Background: an optimization exercise with open tools, aiming at small area, a short achievable clock period and few clock cycles per item. Do not read the settings as production practice. The RTL was checked by simulation tests, not by an equivalence proof against the original design.

==> module cpu_top, before the edit <==
module cpu_top
(
   input  wire         CLK,
   input  wire         rst,
   input  wire         in_valid,
   input  wire  [15:0] in_instr,
   output logic        credit_return,
   output logic        result_valid,
   output logic [3:0]  result_reg,
   output logic [15:0] result
);
   logic [3:0]  op, rd, fx, rs;
   logic [7:0]  imm;
   assign op  = in_instr[15:12];
   assign rd  = in_instr[11:8];
   assign fx  = in_instr[7:4];
   assign rs  = in_instr[3:0];
   assign imm = in_instr[7:0];
   logic d_ok, d_arith, d_sub, d_and, d_or, d_xor, d_pass, d_shift, d_use_rs;
   logic [15:0] d_imm;
   always_comb
   begin
      d_ok     = 1'b1;
      d_arith  = 1'b0;
      d_sub    = 1'b0;
      d_and    = 1'b0;
      d_or     = 1'b0;
      d_xor    = 1'b0;
      d_pass   = 1'b0;
      d_shift  = 1'b0;
      d_use_rs = 1'b0;
      d_imm    = {{8{imm[7]}}, imm};
      case (op)
         4'h0:
         begin
            d_use_rs = 1'b1;
            case (fx)
               4'h5: d_arith = 1'b1;
               4'h9: begin d_arith = 1'b1; d_sub = 1'b1; end
               4'h1: d_and  = 1'b1;
               4'h2: d_or   = 1'b1;
               4'h3: d_xor  = 1'b1;
               4'hd: d_pass = 1'b1;
               default: d_ok = 1'b0;
            endcase
         end
         4'h5: d_arith = 1'b1;
         4'h9: begin d_arith = 1'b1; d_sub = 1'b1; end
         4'h1: begin d_and  = 1'b1; d_imm = {8'h00, imm}; end
         4'h2: begin d_or   = 1'b1; d_imm = {8'h00, imm}; end
         4'h3: begin d_xor  = 1'b1; d_imm = {8'h00, imm}; end
         4'hd: begin d_pass = 1'b1; d_imm = {8'h00, imm}; end
         4'hf: begin d_pass = 1'b1; d_imm = {imm, 8'h00}; end
         4'h8:
         begin
            d_shift = 1'b1;
            case (fx)
               4'h4: d_use_rs = 1'b1;
               4'h0, 4'h1: ;
               default: d_ok = 1'b0;
            endcase
         end
         default: d_ok = 1'b0;
      endcase
   end
   logic        e_valid;
   logic        e_arith, e_sub, e_kg, e_kp, e_pass, e_shift;
   logic [3:0]  e_dest;
   logic [15:0] e_a;
   logic [15:0] e_b;                   
   logic [15:0] sum, alu_rest, alu;
   logic [15:0] regs [0:15];
   logic        fwd_ea, fwd_eb, fwd_wa, fwd_wb;
   logic [15:0] rf_a, rf_b, rd_a, rd_b, b_other;
   logic [15:0] sub_mask;
   assign fwd_ea = e_valid && (e_dest == rd);
   assign fwd_eb = e_valid && (e_dest == rs);
   assign fwd_wa = result_valid && (result_reg == rd);
   assign fwd_wb = result_valid && (result_reg == rs);
   always_comb
   begin
      rf_a = '0;
      rf_b = '0;
      for (int i = 0; i < 16; i++)
      begin
         rf_a = rf_a | ({16{rd == i}} & regs[i]);
         rf_b = rf_b | ({16{rs == i}} & regs[i]);
      end
   end
   assign rd_a     = fwd_wa ? result : rf_a;
   assign rd_b     = fwd_wb ? result : rf_b;
   assign sub_mask = {16{d_sub}};
   assign b_other  = (d_use_rs ? rd_b : d_imm) ^ sub_mask;
   always_ff @(posedge CLK)
   begin
      if (!rst)
      begin
         credit_return <= 1'b0;
         e_valid       <= 1'b0;
      end
      else
      begin
         credit_return <= in_valid;
         e_valid       <= in_valid && d_ok;
      end
   end
   always_ff @(posedge CLK)
   begin
      e_arith <= d_arith;
      e_sub   <= d_sub;
      e_kg    <= d_and | d_or;   
      e_kp    <= d_xor | d_or;
      e_pass  <= d_pass;
      e_shift <= d_shift;
      e_dest  <= rd;
      e_a     <= fwd_ea ? alu : rd_a;
      e_b     <= (d_use_rs && fwd_eb) ? (alu ^ sub_mask) : b_other;
   end
   logic [16:0] sum_x;
   logic [15:0] sh;
   assign sum_x = {e_a, 1'b1} + {e_b, e_sub};
   assign sum   = sum_x[16:1];
   logic [15:0] a_rev, sl, sl_rev;
   always_comb
      for (int i = 0; i < 16; i++)
         a_rev[i] = e_a[15 - i];
   assign sl = (e_b[4] ? a_rev : e_a) << e_b[3:0];
   always_comb
      for (int i = 0; i < 16; i++)
         sl_rev[i] = sl[15 - i];
   assign sh = e_b[4] ? sl_rev : sl;
   assign alu_rest = ({16{e_kg}}    & (e_a & e_b))
                   | ({16{e_kp}}    & (e_a ^ e_b))
                   | ({16{e_pass}}  & e_b)
                   | ({16{e_shift}} & sh);
   assign alu      = ({16{e_arith}} & sum) | alu_rest;
   always_ff @(posedge CLK)
   begin
      if (!rst)
      begin
         result_valid <= 1'b0;
      end
      else
      begin
         result_valid <= e_valid;
      end
   end
   logic [15:0] wr_data;
   logic [15:0] wr_en;
   assign wr_data = result & {16{rst}};
   always_comb
      for (int i = 0; i < 16; i++)
         wr_en[i] = !rst || (result_valid && result_reg == i);
   always_ff @(posedge CLK)
   begin
      for (int i = 0; i < 16; i++)
         if (wr_en[i])
            regs[i] <= wr_data;
   end
   always_ff @(posedge CLK)
   begin
      result_reg <= e_dest;
      result     <= alu;
   end
endmodule
clock: 4.0 ns
lec_check: 0
abc_area: 1
cap_margin: 20
core_margin: 2
core_utilization: 55
setup_slack_margin: 2.0
slew_margin: 20
tns_end_percent: 100
run.sh (not shown) runs the stock make flow with config.mk's settings and CLKGATE_MAP_FILE= SYNTH_SCRIPT=/design/flow/synth_recipe.tcl, a recipe that flattens the netlist after the stock synthesis.
Testbench counts at the start, summed over its fixed seeds: cycles 24,016, items 24,000.
Edit:
--- a/flow/design.v
+++ b/flow/design.v
@@ -73,12 +73,13 @@
       endcase
    end
    logic        e_valid;
-   logic        e_arith, e_sub, e_kg, e_kp, e_pass, e_shift;
+   logic        e_arith, e_sub, e_and, e_or, e_xor, e_pass, e_shift;
    logic [3:0]  e_dest;
    logic [15:0] e_a;
    logic [15:0] e_b;                   
    logic [15:0] sum, alu_rest, alu;
    logic [15:0] regs [0:15];
+   logic [15:0] written;               
    logic        fwd_ea, fwd_eb, fwd_wa, fwd_wb;
    logic [15:0] rf_a, rf_b, rd_a, rd_b, b_other;
    logic [15:0] sub_mask;
@@ -92,8 +93,8 @@
       rf_b = '0;
       for (int i = 0; i < 16; i++)
       begin
-         rf_a = rf_a | ({16{rd == i}} & regs[i]);
-         rf_b = rf_b | ({16{rs == i}} & regs[i]);
+         rf_a = rf_a | ({16{written[i] && rd == i}} & regs[i]);
+         rf_b = rf_b | ({16{written[i] && rs == i}} & regs[i]);
       end
    end
    assign rd_a     = fwd_wa ? result : rf_a;
@@ -117,8 +118,9 @@
    begin
       e_arith <= d_arith;
       e_sub   <= d_sub;
-      e_kg    <= d_and | d_or;   
-      e_kp    <= d_xor | d_or;
+      e_and   <= d_and;
+      e_or    <= d_or;
+      e_xor   <= d_xor;
       e_pass  <= d_pass;
       e_shift <= d_shift;
       e_dest  <= rd;
@@ -126,7 +128,7 @@
       e_b     <= (d_use_rs && fwd_eb) ? (alu ^ sub_mask) : b_other;
    end
    logic [16:0] sum_x;
-   logic [15:0] sh;
+   logic [15:0] shl, shr, sh;
    assign sum_x = {e_a, 1'b1} + {e_b, e_sub};
    assign sum   = sum_x[16:1];
    logic [15:0] a_rev, sl, sl_rev;
@@ -138,8 +140,9 @@
       for (int i = 0; i < 16; i++)
          sl_rev[i] = sl[15 - i];
    assign sh = e_b[4] ? sl_rev : sl;
-   assign alu_rest = ({16{e_kg}}    & (e_a & e_b))
-                   | ({16{e_kp}}    & (e_a ^ e_b))
+   assign alu_rest = ({16{e_and}}   & (e_a & e_b))
+                   | ({16{e_or}}    & (e_a | e_b))
+                   | ({16{e_xor}}   & (e_a ^ e_b))
                    | ({16{e_pass}}  & e_b)
                    | ({16{e_shift}} & sh);
    assign alu      = ({16{e_arith}} & sum) | alu_rest;
@@ -147,24 +150,20 @@
    begin
       if (!rst)
       begin
+         written      <= '0;
          result_valid <= 1'b0;
       end
       else
       begin
+         if (result_valid)
+            written[result_reg] <= 1'b1;
          result_valid <= e_valid;
       end
    end
-   logic [15:0] wr_data;
-   logic [15:0] wr_en;
-   assign wr_data = result & {16{rst}};
-   always_comb
-      for (int i = 0; i < 16; i++)
-         wr_en[i] = !rst || (result_valid && result_reg == i);
    always_ff @(posedge CLK)
    begin
-      for (int i = 0; i < 16; i++)
-         if (wr_en[i])
-            regs[i] <= wr_data;
+      if (result_valid)
+         regs[result_reg] <= result;
    end
    always_ff @(posedge CLK)
    begin
Effect: Routed wire length climbs by 1.3%; non-clock buffer count drops by 13; register-to-register slack improved by 70 ps; final cell count climbs by 5.0%; worst hold slack improved by 36 ps; die area climbs by 3.6%; synthesized cell count climbs by 5.9%; setup slack improved by 42 ps; clock skew hardly moves; design area climbs by 0.98%; utilization drops by 1.7 points; clock-buffer cell count climbs by 7.
Testbench counts after the change, summed over its fixed seeds: cycles 24,016, items 24,000.

port drivers added, routing unchanged:
The flow's constraints put no driver on any port. The routed layouts listed below were extracted and timed again, unchanged, in two steps. Step 1: set_driving_cell puts a clkbuf_16 on CLK and a buf_2 on each other input, an assumption about the parent block. Step 2 adds t to the input delays and takes it off the output delays; t is the mean of the earliest and latest rising clock arrival at the registers after step 1. Input paths then give back, and output paths get back, about the clock's delay inside the block. Three values: ideal, step 1, step 2; two values: the first two.
| run | shift t [ns] | setup slack, ns | hold slack, ns |
|---|---|---|---|
| the first run | 0.576 | 1.915 / 1.905 / 1.378 | 0.356 / 0.356 / 0.356 |
| the second run | 0.581 | 1.957 / 1.945 / 1.385 | 0.393 / 0.393 / 0.393 |
After both steps setup and hold are still met in every run listed. For the second run, which loses most, drivers alone change the setup slack by -0.012 ns; drivers and shift together by -0.572 ns.
